Context: an optimization exercise on an open-source flow, tuned for small area, a short achievable clock period and few clock cycles per item. The choices shown serve that exercise and are no tape-out recipe.
RTL that was checked went through simulation tests only; none was proved equivalent to the original.
For runs 1 to 3, only the layout was checked, not whether the RTL still works.

**design/flow/flow/run.sh**
```bash
#!/bin/bash
# Standard layout, with repair_timing aiming for more setup slack than the 0 ns default.
set -euo pipefail
bash standard.sh SETUP_SLACK_MARGIN=13.4 finish > standard_flow.log 2>&1
```
**design/flow/standard.sh**
```bash
#!/bin/bash
# synth_recipe.tcl (not shown) runs the flow's synth.tcl, then flattens the netlist and writes it again
# the make line also repeats each setting of config.mk as NAME=value (left out here)
make -C /OpenROAD-flow-scripts/flow DESIGN_CONFIG=/design/flow/config.mk WORK_HOME=/design/flow/orfs CLKGATE_MAP_FILE= SYNTH_SCRIPT=/design/flow/synth_recipe.tcl "${@:-finish}"
```
**design/flow/config.mk**
```make
export PLATFORM = sky130hd
export DESIGN_NAME = sw_top
export DESIGN_NICKNAME = sw_top
export VERILOG_FILES = /design/flow/design.v
export SDC_FILE = /design/flow/constraint.sdc
export NUM_CORES = 4
export LEC_CHECK = 0
export ABC_AREA = 1
export CAP_MARGIN = 20
export CORE_MARGIN = 2
export CORE_UTILIZATION = 40
export SLEW_MARGIN = 20
```
**design/flow/constraint.sdc**
```tcl
create_clock -name core_clock -period 18.0 [get_ports {clk}]
set_input_delay 3.6000 -clock core_clock [delete_from_list [all_inputs] [get_ports {clk}]]
set_output_delay 3.6000 -clock core_clock [all_outputs]
set_load 0.01 [all_outputs]
```
**design/flow/design.v**
```verilog
package sw_pkg;
	localparam int PE_NUM = 8;
	localparam int PE_NUM_LOG = 4;
	localparam int MAX_T = 32;
	localparam int MAX_T_LOG = 6;
	localparam int SCORE_W = 12;
	localparam int VAL_W = 11;
	localparam int PARAM_W = 8;
	localparam int DEF_MATCH = 6;
	localparam int DEF_MISMATCH = 1;
	localparam int DEF_OPEN = 2;
	localparam int DEF_EXTEND = 1;
endpackage
`timescale 1ns/1ps
module sw_pe #(
	parameter int J = 1,
	parameter int WL = 8,
	parameter int W = 8
) (
	input  logic clk,
	input  logic rst_n,
	input  logic i_en,
	input  logic [1:0] i_s_base,
	input  logic [1:0] i_t_left,
	input  logic i_v_left,
	input  logic [WL-1:0] i_h_left,
	input  logic [WL-1:0] i_f_left,
	input  logic [WL-1:0] i_m_left,
	input  logic i_clear,
	input  logic [sw_pkg::PARAM_W-1:0] i_match,
	input  logic [sw_pkg::PARAM_W:0] i_neg_mismatch,
	input  logic [sw_pkg::PARAM_W-1:0] i_open,
	input  logic [sw_pkg::PARAM_W-1:0] i_extend,
	output logic [1:0] o_t,
	output logic o_v,
	output logic [W-1:0] o_h,
	output logic [W-1:0] o_f,
	output logic [W-1:0] o_m
);
	localparam int PW = sw_pkg::PARAM_W;
	function automatic logic [W-1:0] sat_sub(input logic [W-1:0] a, input logic [PW-1:0] b);
		logic [W:0] d;
		d = {1'b0, a} - (W+1)'(b);
		sat_sub = d[W] ? '0 : d[W-1:0];
	endfunction
	function automatic logic uge(input logic [W-1:0] a, input logic [W-1:0] b);
		logic c;
		c = 1'b1;
		for (int i = 0; i < W; i++)
			c = (a[i] & ~b[i]) | ((a[i] | ~b[i]) & c);
		uge = c;
	endfunction
	function automatic logic [W-1:0] umax(input logic [W-1:0] a, input logic [W-1:0] b);
		umax = uge(b, a) ? b : a;
	endfunction
	logic [W-1:0] e_q;
	logic [W-1:0] ds;
	logic [W-1:0] f_in;
	logic [W-1:0] h;
	logic [W-1:0] ho;
	logic [W-1:0] e_n;
	logic [W-1:0] f_n;
	logic [W-1:0] h_n;
	logic act;
	always_ff @(posedge clk or negedge rst_n) begin
		if (!rst_n)
			o_v <= 1'b0;
		else
			o_v <= i_v_left;
	end
	always_ff @(posedge clk)
		o_t <= i_t_left;
	assign act = o_v & i_en;
	assign f_in = W'(i_f_left);
	if (J == 1) begin : g_first
		assign ds = (o_t == i_s_base) ? W'(i_match) : '0;
		always_comb begin
			if (!uge(e_q, ds)) begin
				h = ds;
				ho = sat_sub(ds, i_open);
			end else begin
				h = e_q;
				ho = sat_sub(e_q, i_open);
			end
		end
	end else begin : g_rest
		logic [W-1:0] ds_q;
		logic [W:0] ds_sum;
		logic sel_d;
		logic sel_e;
		assign ds_sum = (W+1)'(i_h_left) + ((i_t_left == i_s_base) ? (W+1)'(i_match)
			: {{(W-PW){i_neg_mismatch[PW]}}, i_neg_mismatch});
		always_ff @(posedge clk)
			ds_q <= ds_sum[W] ? '0 : ds_sum[W-1:0];
		assign ds = ds_q;
		assign sel_d = uge(ds, e_q) & uge(ds, f_in);
		assign sel_e = uge(e_q, f_in);
		always_comb begin
			if (sel_d)
				h = ds;
			else if (sel_e)
				h = e_q;
			else
				h = f_in;
			ho = sat_sub(h, i_open);
		end
	end
	always_comb begin
		e_n = act ? umax(ho, sat_sub(e_q, i_extend)) : '0;
		if (J == 1)
			f_n = act ? ho : '0;
		else
			f_n = act ? umax(ho, sat_sub(f_in, i_extend)) : '0;
		h_n = act ? h : '0;
	end
	always_ff @(posedge clk)
		e_q <= e_n;
	if (J < sw_pkg::PE_NUM) begin : g_out
		always_ff @(posedge clk) begin
			o_h <= h_n;
			o_f <= f_n;
		end
	end else begin : g_noout
		assign o_h = '0;
		assign o_f = '0;
	end
	if (J == 1) begin : g_m1
		assign o_m = o_h;
	end else if (J < sw_pkg::PE_NUM) begin : g_m
		always_ff @(posedge clk)
			o_m <= umax(W'(i_m_left), h_n);
	end else begin : g_mlast
		always_ff @(posedge clk) begin
			if (i_clear)
				o_m <= '0;
			else
				o_m <= umax(umax(o_m, W'(i_m_left)), h_n);
		end
	end
endmodule
`timescale 1ns/1ps
module t_store (
	input  logic clk,
	input  logic i_we,
	input  logic [sw_pkg::MAX_T_LOG-2:0] i_waddr,
	input  logic [1:0] i_base,
	input  logic [sw_pkg::MAX_T_LOG-2:0] i_raddr,
	output logic [1:0] o_base
);
	logic [1:0] mem [0:sw_pkg::MAX_T-1];
	always_ff @(posedge clk) begin
		if (i_we)
			mem[i_waddr] <= i_base;
	end
	assign o_base = mem[i_raddr];
endmodule
`timescale 1ns/1ps
module pe_array (
	input  logic clk,
	input  logic rst_n,
	input  logic i_clear,
	input  logic [sw_pkg::PE_NUM*2-1:0] i_s,
	input  logic [sw_pkg::PE_NUM_LOG-1:0] i_s_len,
	input  logic [1:0] i_t_base,
	input  logic i_t_valid,
	input  logic [sw_pkg::PARAM_W-1:0] i_match,
	input  logic [sw_pkg::PARAM_W:0] i_neg_mismatch,
	input  logic [sw_pkg::PARAM_W-1:0] i_open,
	input  logic [sw_pkg::PARAM_W-1:0] i_extend,
	output logic [sw_pkg::VAL_W-1:0] o_result
);
	localparam int W = sw_pkg::VAL_W;
	localparam int NL = sw_pkg::PE_NUM_LOG;
	function automatic int wid(input int k);
		wid = (k <= 1) ? 8 : (k == 2) ? 9 : (k <= 4) ? 10 : 11;
	endfunction
	logic [1:0] t_chain [0:sw_pkg::PE_NUM];
	logic v_chain [0:sw_pkg::PE_NUM];
	logic [W-1:0] h_chain [0:sw_pkg::PE_NUM];
	logic [W-1:0] f_chain [0:sw_pkg::PE_NUM];
	logic [W-1:0] m_chain [0:sw_pkg::PE_NUM];
	assign t_chain[0] = i_t_base;
	assign v_chain[0] = i_t_valid;
	assign h_chain[0] = '0;
	assign f_chain[0] = '0;
	assign m_chain[0] = '0;
	for (genvar k = 0; k < sw_pkg::PE_NUM; k++) begin : g_pe
		sw_pe #(.J(k + 1), .WL(wid(k)), .W(wid(k + 1))) u_pe (
			.clk        (clk),
			.rst_n      (rst_n),
			.i_en       (i_s_len > NL'(k)),
			.i_s_base   (i_s[2*k+1:2*k]),
			.i_t_left   (t_chain[k]),
			.i_v_left   (v_chain[k]),
			.i_h_left   (h_chain[k][wid(k)-1:0]),
			.i_f_left   (f_chain[k][wid(k)-1:0]),
			.i_m_left   (m_chain[k][wid(k)-1:0]),
			.i_clear    (i_clear),
			.i_match    (i_match),
			.i_neg_mismatch (i_neg_mismatch),
			.i_open     (i_open),
			.i_extend   (i_extend),
			.o_t        (t_chain[k+1]),
			.o_v        (v_chain[k+1]),
			.o_h        (h_chain[k+1][wid(k+1)-1:0]),
			.o_f        (f_chain[k+1][wid(k+1)-1:0]),
			.o_m        (m_chain[k+1][wid(k+1)-1:0])
		);
		if (wid(k + 1) < W) begin : g_pad
			assign h_chain[k+1][W-1:wid(k+1)] = '0;
			assign f_chain[k+1][W-1:wid(k+1)] = '0;
			assign m_chain[k+1][W-1:wid(k+1)] = '0;
		end
	end
	assign o_result = m_chain[sw_pkg::PE_NUM];
endmodule
`timescale 1ns/1ps
module sw_top (
	input  logic clk,
	input  logic rst_n,
	input  logic i_set_t,
	input  logic [sw_pkg::MAX_T_LOG-1:0] i_t_len,
	input  logic [1:0] i_t_base,
	input  logic i_t_valid,
	output logic o_t_ready,
	input  logic i_start_cal,
	input  logic [sw_pkg::PE_NUM*2-1:0] i_s,
	input  logic [sw_pkg::PE_NUM_LOG-1:0] i_s_len,
	input  logic [sw_pkg::PARAM_W-1:0] i_match,
	input  logic [sw_pkg::PARAM_W-1:0] i_mismatch,
	input  logic [sw_pkg::PARAM_W-1:0] i_gap_open,
	input  logic [sw_pkg::PARAM_W-1:0] i_gap_extend,
	input  logic i_param_valid,
	output logic o_busy,
	output logic signed [sw_pkg::SCORE_W-1:0] o_result,
	output logic o_valid
);
	localparam int TL = sw_pkg::MAX_T_LOG;
	localparam int PW = sw_pkg::PARAM_W;
	logic loading;
	logic loaded;
	logic calc;
	logic [TL-2:0] lenm1;
	logic [TL-2:0] wptr;
	logic [TL-1:0] cnt;
	logic [TL-2:0] lenm1_in;
	logic [sw_pkg::PE_NUM*2-1:0] s_q;
	logic [sw_pkg::PE_NUM_LOG-1:0] s_len_q;
	logic [PW-1:0] match_q;
	logic [PW-1:0] mismatch_q;
	logic [PW-1:0] open_q;
	logic [PW-1:0] extend_q;
	logic start;
	logic accept;
	logic last_accept;
	logic done;
	logic head_valid;
	logic [1:0] head_base;
	logic [sw_pkg::VAL_W-1:0] result;
	always_comb begin
		if (i_t_len == '0)
			lenm1_in = '0;
		else if (i_t_len > TL'(sw_pkg::MAX_T))
			lenm1_in = '1;
		else
			lenm1_in = (TL-1)'(i_t_len - TL'(1));
	end
	assign start = i_start_cal & loaded;
	assign accept = loading & i_t_valid;
	assign last_accept = accept & (wptr == lenm1);
	assign done = calc & (cnt == {1'b0, lenm1} + TL'(8));
	assign head_valid = start | (calc & (cnt <= {1'b0, lenm1}));
	always_ff @(posedge clk or negedge rst_n) begin
		if (!rst_n) begin
			loading <= 1'b0;
			loaded <= 1'b0;
			calc <= 1'b0;
			cnt <= '0;
			o_busy <= 1'b0;
			o_valid <= 1'b0;
		end else begin
			o_valid <= done;
			o_busy <= i_set_t | start | (loading & !last_accept) | calc;
			if (i_set_t) begin
				loading <= 1'b1;
				loaded <= 1'b0;
			end else if (last_accept) begin
				loading <= 1'b0;
				loaded <= 1'b1;
			end
			if (start) begin
				calc <= 1'b1;
				cnt <= TL'(1);
			end else if (done) begin
				calc <= 1'b0;
				cnt <= '0;
			end else if (calc) begin
				cnt <= cnt + TL'(1);
			end
		end
	end
	always_ff @(posedge clk) begin
		if (i_set_t) begin
			lenm1 <= lenm1_in;
			wptr <= '0;
		end else if (accept) begin
			wptr <= wptr + (TL-1)'(1);
		end
		if (i_start_cal) begin
			s_q <= i_s;
			s_len_q <= i_s_len;
		end
	end
	always_ff @(posedge clk or negedge rst_n) begin
		if (!rst_n) begin
			match_q <= PW'(sw_pkg::DEF_MATCH);
			mismatch_q <= PW'(sw_pkg::DEF_MISMATCH);
			open_q <= PW'(sw_pkg::DEF_OPEN);
			extend_q <= PW'(sw_pkg::DEF_EXTEND);
		end else if (i_param_valid) begin
			match_q <= i_match;
			mismatch_q <= i_mismatch;
			open_q <= i_gap_open;
			extend_q <= i_gap_extend;
		end
	end
	assign o_t_ready = loading;
	t_store u_t_store (
		.clk     (clk),
		.i_we    (loading),
		.i_waddr (wptr),
		.i_base  (i_t_base),
		.i_raddr (cnt[TL-2:0]),
		.o_base  (head_base)
	);
	pe_array u_pe_array (
		.clk        (clk),
		.rst_n      (rst_n),
		.i_clear    (start),
		.i_s        (s_q),
		.i_s_len    (s_len_q),
		.i_t_base   (head_base),
		.i_t_valid  (head_valid),
		.i_match    (match_q),
		.i_neg_mismatch (-{1'b0, mismatch_q}),
		.i_open     (open_q),
		.i_extend   (extend_q),
		.o_result   (result)
	);
	assign o_result = {1'b0, result};
endmodule
```
==> results_dict.tcl, run 1 <==
set metrics [dict create \
    dieArea_um2 99890 \
    synthTopCellsByArea "dfxtp_1 20%, nand2_1 14%, inv_1 10%" \
    hold_path_startpoint "u_pe_array.g_pe[1].u_pe.o_t[0]" \
    finalCritPeriodShare_pct 28.19 \
    outcome "finished clean" \
    layout.nets 6725 \
    grt_pass1_vias 37010 \
    cts_hold_buffers 0 \
    crit_path_end_kind "flop" \
    start_kind "flop" \
    die_width_um 316.1 \
    skew_ns 0.03919 \
    reg2reg_to "u_pe_array.g_pe[1].u_pe.o_f[0]" \
    clk_pin_slew_ns 0.06 \
    setup_viol 0 \
    firstDrtPassIters 6 \
    fin_util_pct 50.74 \
    dp_hpwl_um 91990 \
    synth_edf_count 89 \
    worstMarginPinSlew_ns 1.275 \
    ant_nets 0 \
    crit_required_ns 18.55 \
    rows 114 \
    synth-xor-area-share_pct 2.091 \
    path_delay_family "buffers and inverters" \
    drt-vias-per-instance 5.217 \
    grt_pass1_wl_um 203000 \
    drive_gt1_share_pct 19.84 \
    io_pins 81 \
    netlist_instances 5963 \
    critPathMaxStageDelay_ns 0.36 \
    syn_nets 6328 \
    worst-path-max-fanout 7 \
    arrival_ns 5.62 \
    wirelength_um 133000 \
    cts_made_buffers 67 \
    htree_levels 3 \
    hold_class "reg2reg" \
    reg2reg_depth 38 \
    coreArea_um2 96570 \
    worst_hold_path.endpoint "u_pe_array.g_pe[2].u_pe.o_t[0]" \
    clk_latency_ns 0.64 \
    drv_cap 0 \
    synth.distinct_cells 68 \
    r2r_start "u_pe_array.g_pe[0].u_pe.o_f[1]" \
    post-route-min-period_ns 5.073 \
    critPathKind "reg2reg" \
    pre_cts_slack_ns 11.76 \
    crit_buf_inv 15 \
    synth_top_area_cell "dfxtp_1" \
    drcViolationCount 0 \
    final-hold-violation-count 0 \
    synth-compound-area-share_pct 14.12 \
    gp_congestion 0.9003 \
    synth_top_family_by_area "simple AND/OR/NAND/NOR gates" \
    clock-sinks 526 \
    ys_async_sr_fraction_pct 9.696 \
    clk_path_buf_depth 3 \
    cp_slowest_cell "dfxtp_4" \
    cts_tree "built" \
    yosys-mux-area-fraction_pct 0.08673 \
    start_util_pct 40.34 \
    holdWs_ns 0.3587 \
    netlist_area_um2 38950 \
    drt_iter0_drc 3086 \
    io_buffer_count 79 \
    relSlewSlack_pct 14.34 \
    grt_use_total_pct 25.76 \
    synth_fa_ha_area_share_pct 10.27 \
    dominantRegCellSynth "dfxtp_1" \
    fin_ws_ns 12.93 \
    dp_cells 7223 \
    cts-root-buf "clkbuf_16" \
    vias 40110 \
    synthSimpleGateAreaFrac_pct 31.45 \
    reg2reg_slack_ns 12.93 \
    synthToLayoutAreaGrowth_pct 25.79 \
    synth-seq-area-share_pct 29.99 \
    grt_max_degree 62 \
    rsz0062_at_grt "true" \
    die_h_um 316.1 \
    ys_seq_elements 526 \
    fin_cells 7689 \
    setup_tns_ns 0 \
    antenna_found_initial 6 \
    finalMaxSlewViolations 0 \
    hold_depth 0 \
    routedWlPerCell_um 17.30 \
    fmax_mhz 197.1 \
    syn_avg_cell_area_um2 6.532 \
    cpMostUsedCell "buf_4" \
    synth_warnings 21 \
    gr-total-overflow 0 \
    synth_top_area_share_pct 19.84 \
]
[area by class of cell]
class                   count  area, um^2
fillers                  9430       47570
clock buffers              95        1906
flip-flops and latches    526       11810
clock inverters            26       286.5
diodes                      1       2.502
repair buffers            411        3455
multi-input cells        4293       25910
well taps                1276        1597
inverters                1061        4034
[cell usage in the layout, fill, tap and decap left out, drive strengths merged, types with 46 or more instances in the layout]
| cell type | n |
|---|---|
| edfxtp | 89 |
| or2 | 79 |
| clkdlybuf4s50 | 60 |
| nand3 | 500 |
| dfrtp | 46 |
| nor2 | 724 |
| o211ai | 47 |
| a21oi | 287 |
| xor2 | 52 |
| ha | 269 |
| o21bai | 46 |
| inv | 1057 |
| nand2 | 1456 |
| o22ai | 130 |
| nand4 | 68 |
| o21ai | 393 |
| clkbuf | 96 |
| dfxtp | 386 |
| buf | 350 |
| nor3 | 48 |
[per-stage QoR]
step / instance area, um^2
final: 49000
after global routing: 49000
after CTS: 46970
after detailed placement: 40880
after global placement: 40880
after floorplan: 38970
[worst max-delay path by stage]
| stage | startpoint | endpoint | cells after the start |
|---|---|---|---|
| 3_5_place_dp | i_start_cal | cnt[0] | 6 |
| 3_3_place_gp | i_start_cal | cnt[0] | 6 |
| 2_1_floorplan | i_t_len[0] | lenm1[3] | 9 |
| 4_1_cts | u_pe_array.g_pe[3].u_pe.o_f[1] | u_pe_array.g_pe[4].u_pe.o_f[9] | 48 |
| 5_1_grt | u_pe_array.g_pe[0].u_pe.o_f[1] | u_pe_array.g_pe[1].u_pe.e_q[3] | 40 |
| 6_report | u_pe_array.g_pe[0].u_pe.o_f[1] | u_pe_array.g_pe[1].u_pe.o_f[0] | 38 |
[registers in the layout (all words and copies together), names as in the netlist, 4 cells and up]
register and flops:
u_pe_array.g_pe.u_pe.e_q 81, u_pe_array.g_pe.u_pe.g_rest.ds_q 73, u_pe_array.g_pe.u_pe.o_m 73, u_pe_array.g_pe.u_pe.o_f 70, u_pe_array.g_pe.u_pe.o_h 70, u_t_store.mem 64
s_q 16, u_pe_array.g_pe.u_pe.o_t 14, extend_q 8, match_q 8, mismatch_q 8, open_q 8
u_pe_array.g_pe.u_pe.o_v 8, cnt 6, lenm1 5, wptr 5, s_len_q 4
[timing repair]
item / CTS / global route
pin swaps: 150 / 233
cloned: 37 / 6
endpoints found under the setup margin: 169 / 207
setup buffers: 219 / 81
resized for setup: 592 / 360
[synthesized netlist by cell type (8+ instances only)]
cell type,number
o21ai_1,37
nand3b_1,17
nor2_1,719
o31ai_1,8
a21oi_1,283
inv_1,1042
nand3_1,461
nand2_2,28
nand2_1,1406
dfrtp_1,46
nand3_2,12
inv_2,14
nand4_1,63
a31oi_1,13
buf_4,17
buf_2,26
xnor2_1,41
o211ai_1,45
nor3_1,48
dfxtp_1,386
o21ai_0,355
o22ai_1,130
buf_6,10
or2_2,69
xor2_1,52
nor3b_1,21
ha_1,269
edfxtp_1,89
clkbuf_1,64
fa_1,30
o21bai_1,45
nand2_4,9
o221ai_1,15
[routing by layer]
metal	vias to the layer above	part of all wire [%]	routed length, um	track usage (%)
met1	18500	45	59670	34.75
li1	20100	-	-	-
met3	260	5.8	7771	3.146
met2	1246	46	60740	42.85
met4	6	3.6	4784	8.186
met5	-	0.029	38	0
[cell families after synthesis]
logic type      count (synthesis)
other cells                     1
compound gates                973
fa+ha+maj                     302
flops                         526
mux                             3
simple gates                 2880
xor+xnor                       93
buf+inv                      1185
==> run 2, diff against run 1 <==
==> design/flow/flow/run.sh (replaced) <==
#!/bin/bash
# Standard layout, with repair_timing aiming for more setup slack than the 0 ns default.
set -euo pipefail
bash standard.sh SETUP_SLACK_MARGIN=12.95 finish > standard_flow.log 2>&1
--- a/design/flow/config.mk
+++ b/design/flow/config.mk
@@ -10,3 +10,4 @@
 export CORE_MARGIN = 2
 export CORE_UTILIZATION = 40
 export SLEW_MARGIN = 20
+export TNS_END_PERCENT = 5
==> run 2 against run 1 <==
Critical path type is now reg2out. Worst setup slack worse by 0.15 ns. Maximum frequency shrank 3.0%. Non-clock buffer count fell by 204. Wire length is 5.2% lower. Cell count is 2.7% lower. Still clean. Die area did not move.
==> results_dict.tcl, run 2 <==
set metrics [dict create \
    dp_hpwl_um 92780 \
    drive_gt1_share_pct 10.26 \
    top_register "u_pe_array.g_pe.u_pe.e_q" \
    hold_class "reg2reg" \
    cts_hold_buffers 0 \
    r2r_start "u_pe_array.g_pe[0].u_pe.o_f[1]" \
    relSlewSlack_pct 19.57 \
    final_cell_mix "1,354 x nand2_1, 1,019 x inv_1, 711 x nor2_1" \
    rsz0062_at_grt "true" \
    routedWlPerCell_um 16.86 \
    clk_latency_ns 0.63 \
    firstDrtPassIters 6 \
    clk_path_buf_depth 3 \
    synthToLayoutAreaGrowth_pct 16.55 \
    critPathKind "reg2out" \
    worst-path-max-fanout 8 \
    arrival_ns 1.63 \
    htree_levels 3 \
    gr-total-overflow 0 \
    ant_nets 0 \
    ys_async_sr_fraction_pct 9.696 \
    synth-seq-area-share_pct 29.99 \
    synth_warnings 21 \
    skew_ns 0.02567 \
    drt_iter0_drc 3039 \
    fillers 9931 \
    gp_congestion 0.9025 \
    path_delay_family "buffers and inverters" \
    start_util_pct 40.34 \
    syn_avg_cell_area_um2 6.532 \
    layout.nets 6512 \
    reg2reg_slack_ns 12.82 \
    post-route-min-period_ns 5.228 \
    largest_reg_flops 81 \
    fin_ws_ns 12.77 \
    io_pins 81 \
    stdcell_area_um2 45400 \
    finalCritPeriodShare_pct 29.05 \
    critPathMaxStageDelay_ns 0.56 \
    synth_edf_count 89 \
    worstMarginPinSlew_ns 1.205 \
    outcome "finished clean" \
    clock-sinks 526 \
    crit_required_ns 14.40 \
    drt-vias-per-instance 5.142 \
    vias 38450 \
    reg2reg_to "u_pe_array.g_pe[1].u_pe.o_f[1]" \
    synth.distinct_cells 68 \
    top_layer_used "met5" \
    grt_pass1_wl_um 187700 \
    io_buffer_count 79 \
    fmax_mhz 191.3 \
    netlist_instances 5963 \
    met1_length_um 57620 \
    worst_hold_path.endpoint "u_pe_array.g_pe[3].u_pe.o_t[1]" \
    final_common_cell "nand2_1" \
    crit_path_end_kind "output port" \
    wirelength_um 126100 \
    wl_met3_um 7101 \
    cts_tree "built" \
    netlist_area_um2 38950 \
    ys_seq_elements 526 \
    synthTopCellsByArea "dfxtp_1 20%, nand2_1 14%, inv_1 10%" \
    syn_nets 6328 \
    hold_depth 0 \
    yosysMostFrequentCell "nand2_1" \
    antenna_found_initial 9 \
    dominantRegCellSynth "dfxtp_1" \
    clk_pin_slew_ns 0.06 \
    fin_util_pct 47.01 \
    drcViolationCount 0 \
    setup_viol 0 \
    die_width_um 316.1 \
    coreArea_um2 96570 \
    reg_top3 "u_pe_array.g_pe.u_pe.e_q x81, u_pe_array.g_pe.u_pe.g_rest.ds_q x73, u_pe_array.g_pe.u_pe.o_m x73" \
    start_kind "flop" \
    synth_top_area_cell "dfxtp_1" \
    cts-root-buf "clkbuf_16" \
    cts_made_buffers 67 \
    pre_cts_slack_ns 11.80 \
    grt_use_total_pct 23.96 \
    grt_max_degree 62 \
    final-hold-violation-count 0 \
    dieArea_um2 99890 \
    crit_chain "clkdlybuf4s50_1" \
    finalMaxSlewViolations 0 \
    synth_top_area_share_pct 19.84 \
    die_h_um 316.1 \
    hold_path_startpoint "u_pe_array.g_pe[2].u_pe.o_t[1]" \
    drv_cap 0 \
    placed_area_um2 40860 \
    yosys-top-cells-count "1,406 x nand2_1, 1,042 x inv_1, 719 x nor2_1" \
    setup_tns_ns 0 \
    wl_met2_um 56720 \
    reg2reg_depth 38 \
    rows 114 \
    crit_buf_inv 1 \
    cp_slowest_cell "clkdlybuf4s50_1" \
    grt_pass1_vias 34330 \
]
## run 2: changes by cell type in the layout (fill, tap and decap cells not counted), moves of 41 or more
cell     before   now
nand2_2     123    63
buf_4       292   117
nand2_1    1269  1354
nand3_2     177    33
nand3_1     275   431
inv_1       974  1019
nor2_1      670   711
## run 2: cells by family after synthesis
logic type | Yosys count | share of synthesized area [%]
simple gates | 2880 | 31.45
compound gates | 973 | 14.12
other cells | 1 | 0.009627
buf+inv | 1185 | 11.99
xor+xnor | 93 | 2.091
fa+ha+maj | 302 | 10.27
mux | 3 | 0.08672
flops | 526 | 29.99
## run 2: what timing repair did
item / in CTS / in global routing
cloned: 6 / 28
hold endpoints to repair: 0 / 0
pin swaps: 16 / 112
setup endpoints to repair: 156 / 190
resized for setup: 56 / 264
buffers inserted: 15 / 82
## run 2: layout make-up
class / instances / area (um^2) / share of cell area [%]
diodes: 1 / 2.502 / 0.005512
clock buffers: 83 / 1777 / 3.914
clock inverters: 40 / 467.9 / 1.031
inverters: 1061 / 3999 / 8.809
multi-input cells: 4284 / 23990 / 52.83
flip-flops and latches: 526 / 11740 / 25.86
well taps: 1276 / 1597 / 3.517
repair buffers: 207 / 1829 / 4.029
## run 2: worst max path at each step
stage                                                 to  cells after the start  slack [ns]                            from
after floorplan           u_pe_array.g_pe[1].u_pe.o_f[3]                     40       13.37  u_pe_array.g_pe[0].u_pe.o_f[1]
after global placement                            cnt[0]                      6       11.84                     i_start_cal
after detailed placement                          cnt[0]                      6       11.80                     i_start_cal
after CTS                 u_pe_array.g_pe[2].u_pe.o_f[0]                     43       12.73  u_pe_array.g_pe[1].u_pe.o_f[1]
after global routing      u_pe_array.g_pe[1].u_pe.o_f[1]                     38       12.47  u_pe_array.g_pe[0].u_pe.o_f[1]
final                                          o_t_ready                      1       12.77                         loading
## run 2: per-stage QoR
stage               instances  hold WS [ns]
CTS                      7367        0.3618
floorplan                5963        0.3472
global route             7478        0.3613
detailed placement       7223        0.3553
global placement         7223        0.3541
finish                   7478        0.3610
## run 2: layer usage
layer  track usage, %  vias to the layer above
li1                 -                    19640
met1            32.55                    17530
met2            38.99                     1036
met3            3.022                      238
met4            8.746                        8
met5                0                        -
==> run 3, diff against run 2 <==
--- a/design/flow/design.v
+++ b/design/flow/design.v
@@ -27,6 +27,9 @@
 	input  logic [WL-1:0] i_f_left,
 	input  logic [WL-1:0] i_m_left,
 	input  logic i_clear,
+	input  logic i_fast,
+	input  logic i_fast_hit,
+	input  logic [sw_pkg::PARAM_W-1:0] i_match_open,
 	input  logic [sw_pkg::PARAM_W-1:0] i_match,
 	input  logic [sw_pkg::PARAM_W:0] i_neg_mismatch,
 	input  logic [sw_pkg::PARAM_W-1:0] i_open,
@@ -53,6 +56,9 @@
 	function automatic logic [W-1:0] umax(input logic [W-1:0] a, input logic [W-1:0] b);
 		umax = uge(b, a) ? b : a;
 	endfunction
+	logic [1:0] t_q;
+	logic v_q;
+	logic v_cur;
 	logic [W-1:0] e_q;
 	logic [W-1:0] ds;
 	logic [W-1:0] f_in;
@@ -64,24 +70,28 @@
 	logic act;
 	always_ff @(posedge clk or negedge rst_n) begin
 		if (!rst_n)
-			o_v <= 1'b0;
+			v_q <= 1'b0;
 		else
-			o_v <= i_v_left;
+			v_q <= i_v_left;
 	end
 	always_ff @(posedge clk)
-		o_t <= i_t_left;
-	assign act = o_v & i_en;
+		t_q <= i_t_left;
+	assign v_cur = (J == 1) ? (v_q | i_fast) : v_q;
+	assign o_t = t_q;
+	assign o_v = v_cur;
+	assign act = v_cur & i_en;
 	assign f_in = W'(i_f_left);
 	if (J == 1) begin : g_first
-		assign ds = (o_t == i_s_base) ? W'(i_match) : '0;
+		logic [W-1:0] ds_q;
+		always_ff @(posedge clk)
+			ds_q <= (i_t_left == i_s_base) ? W'(i_match) : '0;
+		assign ds = ds_q;
 		always_comb begin
-			if (!uge(e_q, ds)) begin
+			if (!uge(e_q, ds))
 				h = ds;
-				ho = sat_sub(ds, i_open);
-			end else begin
+			else
 				h = e_q;
-				ho = sat_sub(e_q, i_open);
-			end
+			ho = sat_sub(h, i_open);
 		end
 	end else begin : g_rest
 		logic [W-1:0] ds_q;
@@ -90,8 +100,12 @@
 		logic sel_e;
 		assign ds_sum = (W+1)'(i_h_left) + ((i_t_left == i_s_base) ? (W+1)'(i_match)
 			: {{(W-PW){i_neg_mismatch[PW]}}, i_neg_mismatch});
-		always_ff @(posedge clk)
-			ds_q <= ds_sum[W] ? '0 : ds_sum[W-1:0];
+		always_ff @(posedge clk) begin
+			if (J == 2 && i_fast)
+				ds_q <= i_fast_hit ? W'(i_match) : '0;
+			else
+				ds_q <= ds_sum[W] ? '0 : ds_sum[W-1:0];
+		end
 		assign ds = ds_q;
 		assign sel_d = uge(ds, e_q) & uge(ds, f_in);
 		assign sel_e = uge(e_q, f_in);
@@ -112,6 +126,11 @@
 		else
 			f_n = act ? umax(ho, sat_sub(f_in, i_extend)) : '0;
 		h_n = act ? h : '0;
+		if (J == 1 && i_fast) begin
+			e_n = i_fast_hit ? W'(i_match_open) : '0;
+			f_n = e_n;
+			h_n = i_fast_hit ? W'(i_match) : '0;
+		end
 	end
 	always_ff @(posedge clk)
 		e_q <= e_n;
@@ -145,7 +164,9 @@
 	input  logic [sw_pkg::MAX_T_LOG-2:0] i_waddr,
 	input  logic [1:0] i_base,
 	input  logic [sw_pkg::MAX_T_LOG-2:0] i_raddr,
-	output logic [1:0] o_base
+	output logic [1:0] o_base,
+	output logic [1:0] o_base0,
+	output logic [1:0] o_base1
 );
 	logic [1:0] mem [0:sw_pkg::MAX_T-1];
 	always_ff @(posedge clk) begin
@@ -153,6 +174,8 @@
 			mem[i_waddr] <= i_base;
 	end
 	assign o_base = mem[i_raddr];
+	assign o_base0 = mem[0];
+	assign o_base1 = mem[1];
 endmodule
 `timescale 1ns/1ps
 module pe_array (
@@ -163,7 +186,13 @@
 	input  logic [sw_pkg::PE_NUM_LOG-1:0] i_s_len,
 	input  logic [1:0] i_t_base,
 	input  logic i_t_valid,
+	input  logic i_fast,
+	input  logic [3:0] i_fast_s,
+	input  logic i_fast_en,
+	input  logic [sw_pkg::PARAM_W-1:0] i_match_open,
 	input  logic [sw_pkg::PARAM_W-1:0] i_match,
+	input  logic [1:0] i_s1_next,
+	input  logic [sw_pkg::PARAM_W-1:0] i_match_next,
 	input  logic [sw_pkg::PARAM_W:0] i_neg_mismatch,
 	input  logic [sw_pkg::PARAM_W-1:0] i_open,
 	input  logic [sw_pkg::PARAM_W-1:0] i_extend,
@@ -179,6 +208,9 @@
 	logic [W-1:0] h_chain [0:sw_pkg::PE_NUM];
 	logic [W-1:0] f_chain [0:sw_pkg::PE_NUM];
 	logic [W-1:0] m_chain [0:sw_pkg::PE_NUM];
+	logic [1:0] fast_hit;
+	assign fast_hit[0] = (t_chain[1] == i_fast_s[1:0]) & i_fast_en;
+	assign fast_hit[1] = (t_chain[1] == i_fast_s[3:2]);
 	assign t_chain[0] = i_t_base;
 	assign v_chain[0] = i_t_valid;
 	assign h_chain[0] = '0;
@@ -189,14 +221,17 @@
 			.clk        (clk),
 			.rst_n      (rst_n),
 			.i_en       (i_s_len > NL'(k)),
-			.i_s_base   (i_s[2*k+1:2*k]),
+			.i_s_base   (k == 0 ? i_s1_next : i_s[2*k+1:2*k]),
 			.i_t_left   (t_chain[k]),
 			.i_v_left   (v_chain[k]),
 			.i_h_left   (h_chain[k][wid(k)-1:0]),
 			.i_f_left   (f_chain[k][wid(k)-1:0]),
 			.i_m_left   (m_chain[k][wid(k)-1:0]),
 			.i_clear    (i_clear),
-			.i_match    (i_match),
+			.i_fast     (i_fast),
+			.i_fast_hit (fast_hit[k < 2 ? k : 1]),
+			.i_match_open (i_match_open),
+			.i_match    (k == 0 ? i_match_next : i_match),
 			.i_neg_mismatch (i_neg_mismatch),
 			.i_open     (i_open),
 			.i_extend   (i_extend),
@@ -251,6 +286,12 @@
 	logic [PW-1:0] open_q;
 	logic [PW-1:0] extend_q;
 	logic start;
+	logic fast;
+	logic [1:0] mem_base;
+	logic [1:0] mem_base0;
+	logic [1:0] mem_base1;
+	logic playing;
+	logic [PW-1:0] match_open;
 	logic accept;
 	logic last_accept;
 	logic done;
@@ -266,10 +307,23 @@
 			lenm1_in = (TL-1)'(i_t_len - TL'(1));
 	end
 	assign start = i_start_cal & loaded;
+	assign fast = start & !i_param_valid;
 	assign accept = loading & i_t_valid;
 	assign last_accept = accept & (wptr == lenm1);
 	assign done = calc & (cnt == {1'b0, lenm1} + TL'(8));
-	assign head_valid = start | (calc & (cnt <= {1'b0, lenm1}));
+	assign playing = calc & (cnt <= {1'b0, lenm1});
+	assign head_valid = fast ? (lenm1 != '0) : (start | playing);
+	always_comb begin
+		if (loading && wptr == '0)
+			head_base = i_t_base;
+		else if (fast)
+			head_base = mem_base1;
+		else if (playing)
+			head_base = mem_base;
+		else
+			head_base = mem_base0;
+	end
+	assign match_open = (match_q > open_q) ? match_q - open_q : '0;
 	always_ff @(posedge clk or negedge rst_n) begin
 		if (!rst_n) begin
 			loading <= 1'b0;
@@ -290,7 +344,7 @@
 			end
 			if (start) begin
 				calc <= 1'b1;
-				cnt <= TL'(1);
+				cnt <= fast ? TL'(2) : TL'(1);
 			end else if (done) begin
 				calc <= 1'b0;
 				cnt <= '0;
@@ -331,7 +385,9 @@
 		.i_waddr (wptr),
 		.i_base  (i_t_base),
 		.i_raddr (cnt[TL-2:0]),
-		.o_base  (head_base)
+		.o_base  (mem_base),
+		.o_base0 (mem_base0),
+		.o_base1 (mem_base1)
 	);
 	pe_array u_pe_array (
 		.clk        (clk),
@@ -341,7 +397,13 @@
 		.i_s_len    (s_len_q),
 		.i_t_base   (head_base),
 		.i_t_valid  (head_valid),
+		.i_fast     (fast),
+		.i_fast_s   (i_s[3:0]),
+		.i_fast_en  (i_s_len != '0),
+		.i_match_open (match_open),
 		.i_match    (match_q),
+		.i_s1_next  (calc ? s_q[1:0] : i_s[1:0]),
+		.i_match_next (calc ? match_q : (i_param_valid ? i_match : match_q)),
 		.i_neg_mismatch (-{1'b0, mismatch_q}),
 		.i_open     (open_q),
 		.i_extend   (extend_q),
==> design/flow/flow/run.sh (replaced) <==
#!/bin/bash
# Standard layout, with buf_4 port buffers and repair_timing aiming for more
# setup slack than the 0 ns default.
set -euo pipefail
bash standard.sh SETUP_SLACK_MARGIN=13.2 "BUFFER_PORTS_ARGS=-buffer_cell sky130_fd_sc_hd__buf_4" finish > standard_flow.log 2>&1
--- a/design/flow/config.mk
+++ b/design/flow/config.mk
@@ -8,6 +8,5 @@
 export ABC_AREA = 1
 export CAP_MARGIN = 20
 export CORE_MARGIN = 2
-export CORE_UTILIZATION = 40
+export CORE_UTILIZATION = 55
 export SLEW_MARGIN = 20
-export TNS_END_PERCENT = 5
==> run 3 against run 2 <==
Final area up 5.3%. Utilization up 21 points. Cell count down 2.7%.
==> results_dict.tcl, run 3 <==
set metrics [dict create \
    outcome "finished clean" \
    relSlewSlack_pct 17.91 \
    finalMaxSlewViolations 0 \
    critPathKind "reg2reg" \
    antenna_found_initial 2 \
    largest_reg_flops 81 \
    cpMostUsedCell "nand2_1" \
    drcViolationCount 0 \
    cp_slowest_cell "nor2_1" \
    firstDrtPassIters 9 \
    netlist_instances 5982 \
    diodes 0 \
    gr-total-overflow 0 \
    hold_class "reg2reg" \
    ant_nets 0 \
    clk_latency_ns 0.63 \
    crit_path_end_kind "flop" \
    clk_path_buf_depth 3 \
    gp_congestion 0.9585 \
    coreArea_um2 70270 \
    syn_nets 6347 \
    clock-sinks 534 \
    post-route-min-period_ns 5.070 \
    synth.distinct_cells 77 \
    clk_pin_slew_ns 0.06 \
    worst-path-max-fanout 8 \
    start_util_pct 55.70 \
    fmax_mhz 197.2 \
    cts_tree "built" \
    final-hold-violation-count 0 \
    start_kind "flop" \
    ys_async_sr_fraction_pct 9.551 \
    dp_cells 6900 \
    drt-vias-per-instance 5.584 \
    die_width_um 270.8 \
    drv_cap 0 \
    grt_max_degree 63 \
    fin_cells 7275 \
    wirelength_um 131100 \
    top_register "u_pe_array.g_pe.u_pe.e_q" \
    dp_hpwl_um 91530 \
    ys_seq_elements 534 \
    arrival_ns 5.61 \
    die_h_um 270.8 \
    rsz0062_at_grt "true" \
    io_pins 81 \
    dieArea_um2 73320 \
    synth_top_area_cell "dfxtp_1" \
    rows 97 \
    skew_ns 0.02511 \
    synth_edf_count 89 \
    fillers 6263 \
    cts-root-buf "clkbuf_16" \
    grt_use_total_pct 33.89 \
    routedWlPerCell_um 18.03 \
    synth-seq-area-share_pct 30.25 \
    crit_required_ns 18.54 \
    syn_avg_cell_area_um2 6.544 \
    grt_pass1_wl_um 197400 \
    finalCritPeriodShare_pct 28.17 \
    synth_top_area_share_pct 20.15 \
    synthTopCellsByArea "dfxtp_1 20%, nand2_1 14%, inv_1 9.7%" \
    final_common_cell "nand2_1" \
    vias 40620 \
    synthToLayoutAreaGrowth_pct 22.18 \
    reg_top3 "u_pe_array.g_pe.u_pe.e_q x81, u_pe_array.g_pe.u_pe.g_rest.ds_q x73, u_pe_array.g_pe.u_pe.o_m x73" \
    setup_tns_ns 0 \
    yosysMostFrequentCell "nand2_1" \
    cts_hold_buffers 0 \
    drive_gt1_share_pct 19.05 \
    yosys-top-cells-count "1,446 x nand2_1, 1,009 x inv_1, 675 x nor2_1" \
    grt_pass1_vias 36180 \
    final_cell_mix "1,304 x nand2_1, 954 x inv_1, 621 x nor2_1" \
    layout.nets 6647 \
    critPathMaxStageDelay_ns 0.63 \
    holdWs_ns 0.3643 \
    synth_warnings 21 \
    dominantRegCellSynth "dfxtp_1" \
    io_buffer_count 79 \
    htree_levels 3 \
    cts_made_buffers 66 \
    setup_viol 0 \
    drt_iter0_drc 3793 \
    worstMarginPinSlew_ns 1.231 \
    netlist_area_um2 39140 \
]
==> run 3: through the flow <==
step                      worst slack [ns]  utilization (%)  cell area (um^2)
final                                12.93            68.06             47830
after global routing                 12.62            68.06             47830
after CTS                            13.10            63.94             44930
after detailed placement             12.10            57.65             40510
after global placement               12.17            57.64             40510
after floorplan                      13.20                -             39180
==> run 3: per-layer routing <==
metal  GRT usage (%)  vias up  routed length (um)
met5               0        -                  13
met4           11.59        2                5123
met3           4.376      317                9634
met2           54.25     1574               58480
met1           47.03    18670               57880
li1                -    20060                   -
==> run 3: cell families (layout without fill, tap and decap cells) <==
family	after synthesis	in the layout	share of synthesized area (%)
flops	534	534	30.25
simple gates	2890	2926	31.29
mux	4	4	0.1119
fa+ha+maj	302	302	10.21
compound gates	1002	1003	14.54
buf+inv	1154	1470	11.46
xor+xnor	95	95	2.126
other cells	1	1	0.009580
==> run 3: final timing paths <==
check	start	end	slack, ns	cells after the start
min in group asynchronous	rst_n	loading	3.03	1
min	u_pe_array.g_pe[3].u_pe.t_q[0]	u_pe_array.g_pe[4].u_pe.t_q[0]	0.36	0
max reg2reg	u_pe_array.g_pe[0].u_pe.o_f[1]	u_pe_array.g_pe[1].u_pe.e_q[7]	12.93	34
max in group asynchronous	rst_n	extend_q[1]	14.37	1
max	u_pe_array.g_pe[0].u_pe.o_f[1]	u_pe_array.g_pe[1].u_pe.e_q[7]	12.93	34
min reg2reg	u_pe_array.g_pe[3].u_pe.t_q[0]	u_pe_array.g_pe[4].u_pe.t_q[0]	0.36	0
==> run 3: layout make-up <==
| class | instances | area, um^2 | area share (%) |
|---|---|---|---|
| multi-input combinational | 4331 | 25860 | 54.07 |
| sequential | 534 | 11950 | 24.99 |
| inverter | 1030 | 3945 | 8.249 |
| timing repair buffer | 319 | 2633 | 5.504 |
| clock buffer | 92 | 1933 | 4.042 |
| tap | 940 | 1176 | 2.459 |
| clock inverter | 29 | 329.1 | 0.6880 |
==> run 3: critical path: cells and delay by family (launching register included) <==
kind	cells	cell delay, ns
and+or+nand+nor	13	1.82
buffers and inverters	6	0.80
AOI/OAI and AO/OA	14	1.70
adders and majority gates	1	0.29
DFF	1	0.38
==> run 3: timing repair <==
item	CTS	global route
gates resized for setup	262	577
endpoints found under the setup margin	164	186
cloned	28	16
pin swaps	93	251
buffers inserted	120	90
==> run 4, diff against run 3 <==
--- a/design/flow/design.v
+++ b/design/flow/design.v
@@ -87,11 +87,13 @@
 			ds_q <= (i_t_left == i_s_base) ? W'(i_match) : '0;
 		assign ds = ds_q;
 		always_comb begin
-			if (!uge(e_q, ds))
+			if (!uge(e_q, ds)) begin
 				h = ds;
-			else
+				ho = sat_sub(ds, i_open);
+			end else begin
 				h = e_q;
-			ho = sat_sub(h, i_open);
+				ho = sat_sub(e_q, i_open);
+			end
 		end
 	end else begin : g_rest
 		logic [W-1:0] ds_q;
@@ -110,13 +112,16 @@
 		assign sel_d = uge(ds, e_q) & uge(ds, f_in);
 		assign sel_e = uge(e_q, f_in);
 		always_comb begin
-			if (sel_d)
+			if (sel_d) begin
 				h = ds;
-			else if (sel_e)
+				ho = sat_sub(ds, i_open);
+			end else if (sel_e) begin
 				h = e_q;
-			else
+				ho = sat_sub(e_q, i_open);
+			end else begin
 				h = f_in;
-			ho = sat_sub(h, i_open);
+				ho = sat_sub(f_in, i_open);
+			end
 		end
 	end
 	always_comb begin
==> run 4 against run 3 <==
Still clean. Wire length increased by 17%. Synthesized cell count increased by 18%. Area after synthesis increased by 18%. Non-clock buffer count decreased by 207.
==> results_dict.tcl, run 4 <==
set metrics [dict create \
    reg2reg_slack_ns 13.51 \
    clock-sinks 534 \
    diodes 0 \
    layout.nets 7609 \
    cp-startpoint "loading" \
    start_kind "flop" \
    placed_area_um2 47670 \
    fillers 8210 \
    grt_pass1_wl_um 234600 \
    cts_hold_buffers 0 \
    crit_required_ns 14.40 \
    arrival_ns 1.19 \
    synth.distinct_cells 82 \
    drt_iter0_drc 3767 \
    cp_slowest_cell "dfrtp_2" \
    outcome "finished clean" \
    critPathKind "reg2out" \
    r2r_start "open_q[0]" \
    final-hold-violation-count 0 \
    routedWlPerCell_um 18.54 \
    critPathMaxStageDelay_ns 0.43 \
    stdcell_area_um2 50270 \
    top_register "u_pe_array.g_pe.u_pe.e_q" \
    grt_use_total_pct 34.75 \
    io_buffer_count 79 \
    hold_path_startpoint "u_pe_array.g_pe[2].u_pe.t_q[0]" \
    synth_top_area_cell "dfxtp_1" \
    dieArea_um2 86490 \
    synth_warnings 21 \
    vias 46400 \
    rsz0062_at_grt "true" \
    finalCritPeriodShare_pct 26.63 \
    crit_chain "buf_6" \
    fmax_mhz 208.7 \
    gp_congestion 0.9747 \
    synth-seq-area-share_pct 25.59 \
    syn_avg_cell_area_um2 6.548 \
    clk_pin_slew_ns 0.06 \
    htree_levels 3 \
    worstMarginPinSlew_ns 1.087 \
    yosys-top-cells-count "1,720 x nand2_1, 1,078 x inv_1, 627 x nand3_1" \
    io_pins 81 \
    setup_viol 0 \
    die_width_um 294.1 \
    crit_buf_inv 1 \
    largest_reg_flops 81 \
    ant_nets 0 \
    reg2reg_to "u_pe_array.g_pe[2].u_pe.e_q[0]" \
    post-route-min-period_ns 4.793 \
    cts_made_buffers 66 \
    drt-vias-per-instance 5.631 \
    coreArea_um2 83420 \
    cts_tree "built" \
    clk_latency_ns 0.65 \
    worst-path-max-fanout 2 \
    netlist_instances 7069 \
    syn_nets 7569 \
    drcViolationCount 0 \
    cp-endpoint "o_t_ready" \
    synth_top_area_share_pct 17.04 \
    cp_num_cells 1 \
    hold_class "reg2reg" \
    start_util_pct 55.48 \
    crit_path_end_kind "output port" \
    final_common_cell "nand2_1" \
    skew_ns 0.03271 \
    reg_top3 "u_pe_array.g_pe.u_pe.e_q x81, u_pe_array.g_pe.u_pe.g_rest.ds_q x73, u_pe_array.g_pe.u_pe.o_m x73" \
    antenna_found_initial 0 \
    synthTopCellsByArea "dfxtp_1 17%, nand2_1 14%, ha_1 11%" \
    final_cell_mix "1,716 x nand2_1, 1,065 x inv_1, 623 x nor2_1" \
    relSlewSlack_pct 27.28 \
    grt_max_degree 63 \
    path_delay_family "flip-flops" \
    netlist_area_um2 46280 \
    setup_tns_ns 0 \
    reg2reg_depth 28 \
    wirelength_um 152800 \
    firstDrtPassIters 6 \
    synthToLayoutAreaGrowth_pct 8.605 \
    ys_seq_elements 534 \
    drive_gt1_share_pct 7.793 \
    synth_edf_count 89 \
    dominantRegCellSynth "dfxtp_1" \
    clk_path_buf_depth 3 \
    pre_cts_slack_ns 12.35 \
    yosysMostFrequentCell "nand2_1" \
    gr-total-overflow 0 \
    dp_hpwl_um 115600 \
    finalMaxSlewViolations 0 \
    fin_ws_ns 13.21 \
    ys_async_sr_fraction_pct 9.551 \
    grt_pass1_vias 42050 \
    cts-root-buf "clkbuf_16" \
    rows 106 \
    die_h_um 294.1 \
    drv_cap 0 \
]
run 4: cell types whose count changed in the layout (fill, tap and decap cells not counted), sizes merged, moves of 51 or more:
| cell | delta |
|---|---|
| nand2 | +290 |
| buf | -203 |
| a21oi | +160 |
| nand3 | +123 |
| ha | +120 |
| inv | +94 |
| or2 | +54 |
| xor2 | +51 |
run 4: worst min path at each step:
stage | endpoint | slack [ns] | cells after the start
finish | u_pe_array.g_pe[3].u_pe.t_q[0] | 0.36 | 0
CTS | u_pe_array.g_pe[4].u_pe.t_q[1] | 0.36 | 0
global route | u_pe_array.g_pe[4].u_pe.t_q[1] | 0.38 | 0
floorplan | u_pe_array.g_pe[7].u_pe.v_q | 0.35 | 0
detailed placement | u_pe_array.g_pe[4].u_pe.t_q[1] | 0.36 | 0
global placement | u_pe_array.g_pe[7].u_pe.v_q | 0.35 | 0
run 4: kinds of logic after synthesis:
family / share of synthesized area (%)
AND/OR/NAND/NOR: 32.17
other: 0.008102
XOR/XNOR: 3.066
multiplexers: 0.09461
adder cells (fa/ha/maj): 12.46
buffers and inverters: 10.87
flip-flops: 25.59
AO/OA/AOI/OAI: 15.74
run 4: through the flow:
stage	cells	hold WS, ns	util [%]
final	8240	0.3568	60.26
after global routing	8240	0.3772	60.26
after CTS	8240	0.3646	60.03
after detailed placement	8115	0.3609	57.15
after global placement	8115	0.3507	57.15
after floorplan	7069	0.3472	-
run 4: cell type report:
cell class | count | area (um^2) | share of cell area, %
multi-input cells | 5265 | 29580 | 58.85
flip-flops and latches | 534 | 11880 | 23.62
inverters | 1130 | 4265 | 8.485
clock buffers | 81 | 1748 | 3.477
well taps | 1080 | 1351 | 2.688
repair buffers | 112 | 902.1 | 1.795
clock inverters | 38 | 543.0 | 1.080
run 4: repair_timing:
item / in CTS / in global routing
endpoints found under the setup margin: 111 / 175
buffers inserted: 6 / 0
resized for setup: 25 / 43
cloned: 0 / 0
run 4: worst register-to-register path: cells and delay by family (launching register included):
kind	cells	cell delay [ns]
AO/OA/AOI/OAI	6	1.17
adder cells (fa/ha/maj)	2	0.61
buffers and inverters	3	0.40
flip-flops	1	0.60
AND/OR/NAND/NOR	17	1.57
run 4: metal layers:
metal  up-vias  wire [um]  share of wire (%)  global-route usage (%)
li1      23300          -                  -                       -
met1     21200      68020                 45                   47.30
met2      1569      67570                 44                   55.64
met3       323      10380                6.8                   4.139
met4         0       6808                4.5                   14.62
met5         -          0                  0                       0
Testbench counts of run 4, summed over its fixed seeds: cycles 17,102, items 576.
==> run 5, diff against run 4 <==
--- a/design/flow/design.v
+++ b/design/flow/design.v
@@ -29,6 +29,7 @@
 	input  logic i_clear,
 	input  logic i_fast,
 	input  logic i_fast_hit,
+	input  logic [sw_pkg::PARAM_W-1:0] i_ds1_next,
 	input  logic [sw_pkg::PARAM_W-1:0] i_match_open,
 	input  logic [sw_pkg::PARAM_W-1:0] i_match,
 	input  logic [sw_pkg::PARAM_W:0] i_neg_mismatch,
@@ -84,7 +85,7 @@
 	if (J == 1) begin : g_first
 		logic [W-1:0] ds_q;
 		always_ff @(posedge clk)
-			ds_q <= (i_t_left == i_s_base) ? W'(i_match) : '0;
+			ds_q <= W'(i_ds1_next);
 		assign ds = ds_q;
 		always_comb begin
 			if (!uge(e_q, ds)) begin
@@ -196,8 +197,7 @@
 	input  logic i_fast_en,
 	input  logic [sw_pkg::PARAM_W-1:0] i_match_open,
 	input  logic [sw_pkg::PARAM_W-1:0] i_match,
-	input  logic [1:0] i_s1_next,
-	input  logic [sw_pkg::PARAM_W-1:0] i_match_next,
+	input  logic [sw_pkg::PARAM_W-1:0] i_ds1_next,
 	input  logic [sw_pkg::PARAM_W:0] i_neg_mismatch,
 	input  logic [sw_pkg::PARAM_W-1:0] i_open,
 	input  logic [sw_pkg::PARAM_W-1:0] i_extend,
@@ -226,7 +226,7 @@
 			.clk        (clk),
 			.rst_n      (rst_n),
 			.i_en       (i_s_len > NL'(k)),
-			.i_s_base   (k == 0 ? i_s1_next : i_s[2*k+1:2*k]),
+			.i_s_base   (i_s[2*k+1:2*k]),
 			.i_t_left   (t_chain[k]),
 			.i_v_left   (v_chain[k]),
 			.i_h_left   (h_chain[k][wid(k)-1:0]),
@@ -236,7 +236,8 @@
 			.i_fast     (i_fast),
 			.i_fast_hit (fast_hit[k < 2 ? k : 1]),
 			.i_match_open (i_match_open),
-			.i_match    (k == 0 ? i_match_next : i_match),
+			.i_match    (i_match),
+			.i_ds1_next (i_ds1_next),
 			.i_neg_mismatch (i_neg_mismatch),
 			.i_open     (i_open),
 			.i_extend   (i_extend),
@@ -296,6 +297,7 @@
 	logic [1:0] mem_base0;
 	logic [1:0] mem_base1;
 	logic playing;
+	logic [PW-1:0] ds1_next;
 	logic [PW-1:0] match_open;
 	logic accept;
 	logic last_accept;
@@ -328,6 +330,20 @@
 		else
 			head_base = mem_base0;
 	end
+	logic [PW-1:0] ds1_fast;
+	logic [PW-1:0] ds1_play;
+	logic [PW-1:0] ds1_idle;
+	assign ds1_fast = (mem_base1 == i_s[1:0]) ? match_q : '0;
+	assign ds1_play = (mem_base == s_q[1:0]) ? match_q : '0;
+	assign ds1_idle = (mem_base0 == i_s[1:0]) ? (i_param_valid ? i_match : match_q) : '0;
+	always_comb begin
+		if (fast)
+			ds1_next = ds1_fast;
+		else if (playing)
+			ds1_next = ds1_play;
+		else
+			ds1_next = ds1_idle;
+	end
 	assign match_open = (match_q > open_q) ? match_q - open_q : '0;
 	always_ff @(posedge clk or negedge rst_n) begin
 		if (!rst_n) begin
@@ -407,8 +423,7 @@
 		.i_fast_en  (i_s_len != '0),
 		.i_match_open (match_open),
 		.i_match    (match_q),
-		.i_s1_next  (calc ? s_q[1:0] : i_s[1:0]),
-		.i_match_next (calc ? match_q : (i_param_valid ? i_match : match_q)),
+		.i_ds1_next (ds1_next),
 		.i_neg_mismatch (-{1'b0, mismatch_q}),
 		.i_open     (open_q),
 		.i_extend   (extend_q),
--- a/design/flow/config.mk
+++ b/design/flow/config.mk
@@ -8,5 +8,6 @@
 export ABC_AREA = 1
 export CAP_MARGIN = 20
 export CORE_MARGIN = 2
-export CORE_UTILIZATION = 55
+export CORE_UTILIZATION = 60
+export CTS_BUF_LIST = sky130_fd_sc_hd__clkbuf_8
 export SLEW_MARGIN = 20
==> run 5 against run 4 <==
Wire length shrank 0.80%. Global-route usage increased by 2.7 points. Worst hold slack improved by 0.0065 ns.
==> results_dict.tcl, run 5 <==
set metrics [dict create \
    cp_slowest_cell "dfrtp_1" \
    final_cell_mix "1,738 x nand2_1, 1,137 x inv_1, 636 x nand3_1" \
    drive_gt1_share_pct 7.452 \
    yosys-top-cells-count "1,741 x nand2_1, 1,122 x inv_1, 643 x nand3_1" \
    clk_pin_slew_ns 0.06 \
    rows 101 \
    start_kind "flop" \
    synth.distinct_cells 71 \
    layout.nets 7684 \
    hold_depth 0 \
    largest_reg_flops 81 \
    ys_seq_elements 534 \
    hold_path_startpoint "u_pe_array.g_pe[3].u_pe.t_q[1]" \
    multi_input_area_um2 29530 \
    fmax_mhz 204.1 \
    die_h_um 281.8 \
    fillers 7257 \
    post-route-min-period_ns 4.899 \
    synth-xor-area-share_pct 3.103 \
    path_delay_family "flip-flops" \
    synth_fa_ha_area_share_pct 12.46 \
    drv_cap 0 \
    antenna_found_initial 6 \
    synth_top_area_cell "dfxtp_1" \
    cts-root-buf "clkbuf_8" \
    synthSimpleGateAreaFrac_pct 32.11 \
    io_buffer_count 79 \
    synthToLayoutAreaGrowth_pct 8.046 \
    cp_num_cells 1 \
    rsz0062_at_grt "true" \
    crit_buf_inv 1 \
    top_register "u_pe_array.g_pe.u_pe.e_q" \
    grt_max_degree 63 \
    firstDrtPassIters 7 \
    hold_class "reg2reg" \
    final_common_cell "nand2_1" \
    grt_pass1_wl_um 232200 \
    dominantRegCellSynth "dfxtp_1" \
    synth-compound-area-share_pct 15.57 \
    wirelength_um 151600 \
    reg_top3 "u_pe_array.g_pe.u_pe.e_q x81, u_pe_array.g_pe.u_pe.g_rest.ds_q x73, u_pe_array.g_pe.u_pe.o_m x73" \
    arrival_ns 1.30 \
    die_width_um 281.8 \
    critPathKind "reg2out" \
    coreArea_um2 76200 \
    synth-seq-area-share_pct 25.58 \
    synth_warnings 21 \
    setup_viol 0 \
    synthTopCellsByArea "dfxtp_1 17%, nand2_1 14%, ha_1 11%" \
    ys_async_sr_fraction_pct 9.551 \
    dieArea_um2 79390 \
    syn_avg_cell_area_um2 6.498 \
    dp_hpwl_um 114600 \
    skew_ns 0.04379 \
    final-hold-violation-count 0 \
    finalCritPeriodShare_pct 27.22 \
    clk_path_buf_depth 3 \
    setup_tns_ns 0 \
    critPathMaxStageDelay_ns 0.42 \
    regArea_um2 11870 \
    start_util_pct 60.75 \
    r2r_start "open_q[2]" \
    reg2reg_slack_ns 13.52 \
    crit_path_end_kind "output port" \
    crit_required_ns 14.40 \
    gr-total-overflow 0 \
    synth_edf_count 89 \
    gp_congestion 0.9952 \
    synth_top_family_by_area "simple AND/OR/NAND/NOR gates" \
    finalMaxSlewViolations 0 \
    routedWlPerCell_um 18.28 \
    grt_use_total_pct 37.42 \
    drt_iter0_drc 4173 \
    cts_tree "built" \
    clk_latency_ns 0.75 \
    htree_levels 3 \
    yosys-mux-area-fraction_pct 0.1162 \
    synth_top_area_share_pct 17.04 \
    reg2reg_to "u_pe_array.g_pe[1].u_pe.o_f[6]" \
    grt_pass1_vias 42490 \
    drt-vias-per-instance 5.691 \
    ant_nets 0 \
    outcome "finished clean" \
    yosysMostFrequentCell "nand2_1" \
    crit_chain "buf_6" \
    worst_hold_path.endpoint "u_pe_array.g_pe[4].u_pe.t_q[1]" \
    fin_util_pct 65.64 \
    vias 47200 \
    io_pins 81 \
    relSlewSlack_pct 19.30 \
    netlist_instances 7124 \
    clock-sinks 534 \
    worstMarginPinSlew_ns 1.206 \
    reg2reg_depth 23 \
    netlist_area_um2 46290 \
    cts_made_buffers 95 \
    drcViolationCount 0 \
    syn_nets 7624 \
    worst-path-max-fanout 1 \
]
-- run 5: changes by cell type in the layout (fill, tap and decap cells not counted), sizes merged, moves of 17 or more --
cell | previous run | this run
o21ai | 440 | 394
inv | 1119 | 1162
clkbuf | 81 | 116
a21oi | 435 | 459
or2 | 141 | 164
o32ai | 2 | 21
o21bai | 44 | 62
o22ai | 133 | 116
-- run 5: what timing repair did --
item                       4_1_cts  5_1_grt
gates resized for setup         35       37
pin swaps                        0        1
setup endpoints to repair       75      187
setup buffers                    5        5
hold buffers                     0        0
gates cloned                     1        2
-- run 5: metal layers --
layer  part of all wire, %  GRT usage, %  vias up
li1                      -             -    23500
met1                    43         49.78    21360
met2                    43         59.26     1935
met3                   9.0         6.687      402
met4                   4.7         16.82        2
met5                 0.013             0        -
-- run 5: final cells by class --
class,instances,share of cell area [%]
Antenna cell,3,0.01501
Inverter,1145,8.640
Tap cell,1030,2.577
Clock inverter,58,0.8956
Timing Repair inverter,3,0.03502
Multi-Input combinational cell,5290,59.05
Sequential cell,534,23.72
Timing Repair Buffer,115,1.899
Clock buffer,115,3.164
-- run 5: cells by family after synthesis --
kind of cell,count (synthesis)
adder cells (fa/ha/maj),434
buffers and inverters,1300
XOR/XNOR,164
AO/OA/AOI/OAI,1249
multiplexers,5
other,1
AND/OR/NAND/NOR,3437
flip-flops,534
-- run 5: metrics by stage --
step	hold slack, ns	worst slack, ns	std cells	cell area (um^2)
6_report	0.3632	13.10	8293	50020
5_1_grt	0.3717	13.07	8291	50010
4_1_cts	0.3642	13.04	8283	49750
3_5_place_dp	0.3571	11.59	8104	47580
3_3_place_gp	0.3551	11.60	8103	47570
2_1_floorplan	0.3472	13.21	7124	46320
-- run 5: how the worst max path moves through the flow --
stage                       start                              to
finish                     o_busy                          o_busy
global route               o_busy                          o_busy
CTS                        o_busy                          o_busy
detailed placement    i_start_cal  u_pe_array.g_pe[0].u_pe.o_h[5]
global placement      i_start_cal  u_pe_array.g_pe[0].u_pe.o_h[0]
floorplan           i_param_valid  u_pe_array.g_pe[0].u_pe.e_q[7]
Testbench counts of run 5, summed over its fixed seeds: cycles 17,102, items 576.

static timing again, ports no longer ideal:
The flow's constraints put no driver on any port. The routed layouts listed below were extracted and timed again, unchanged, in two steps.
Step 1: set_driving_cell puts a clkbuf_16 on clk and a buf_2 on each other input, an assumption about the parent block.
Step 2 also shifts input and output timing later by t, the mid clock arrival at the registers, as if the neighbouring blocks saw the same clock.
Three values: ideal, step 1, step 2; two values: the first two.
run | t, ns | setup WS [ns] | latest minus earliest clock arrival (ns) | worst slew at a driven data input, ns
run 1 | 0.684 | 12.927 / 12.927 / 12.836 | 0.045 / 0.045 | 0.13
run 2 | 0.682 | 12.772 / 12.706 / 12.155 | 0.028 / 0.028 | 0.14
run 3 | 0.681 | 12.930 / 12.930 / 12.684 | 0.026 / 0.026 | 0.06
run 4 | 0.703 | 13.207 / 13.140 / 12.597 | 0.033 / 0.034 | 0.06
run 5 | 0.794 | 13.101 / 13.030 / 12.587 | 0.044 / 0.045 | 0.05
After both steps setup and hold are still met in every run listed. For run 2, which loses most, drivers alone change the setup slack by -0.066 ns; drivers and shift together by -0.617 ns.
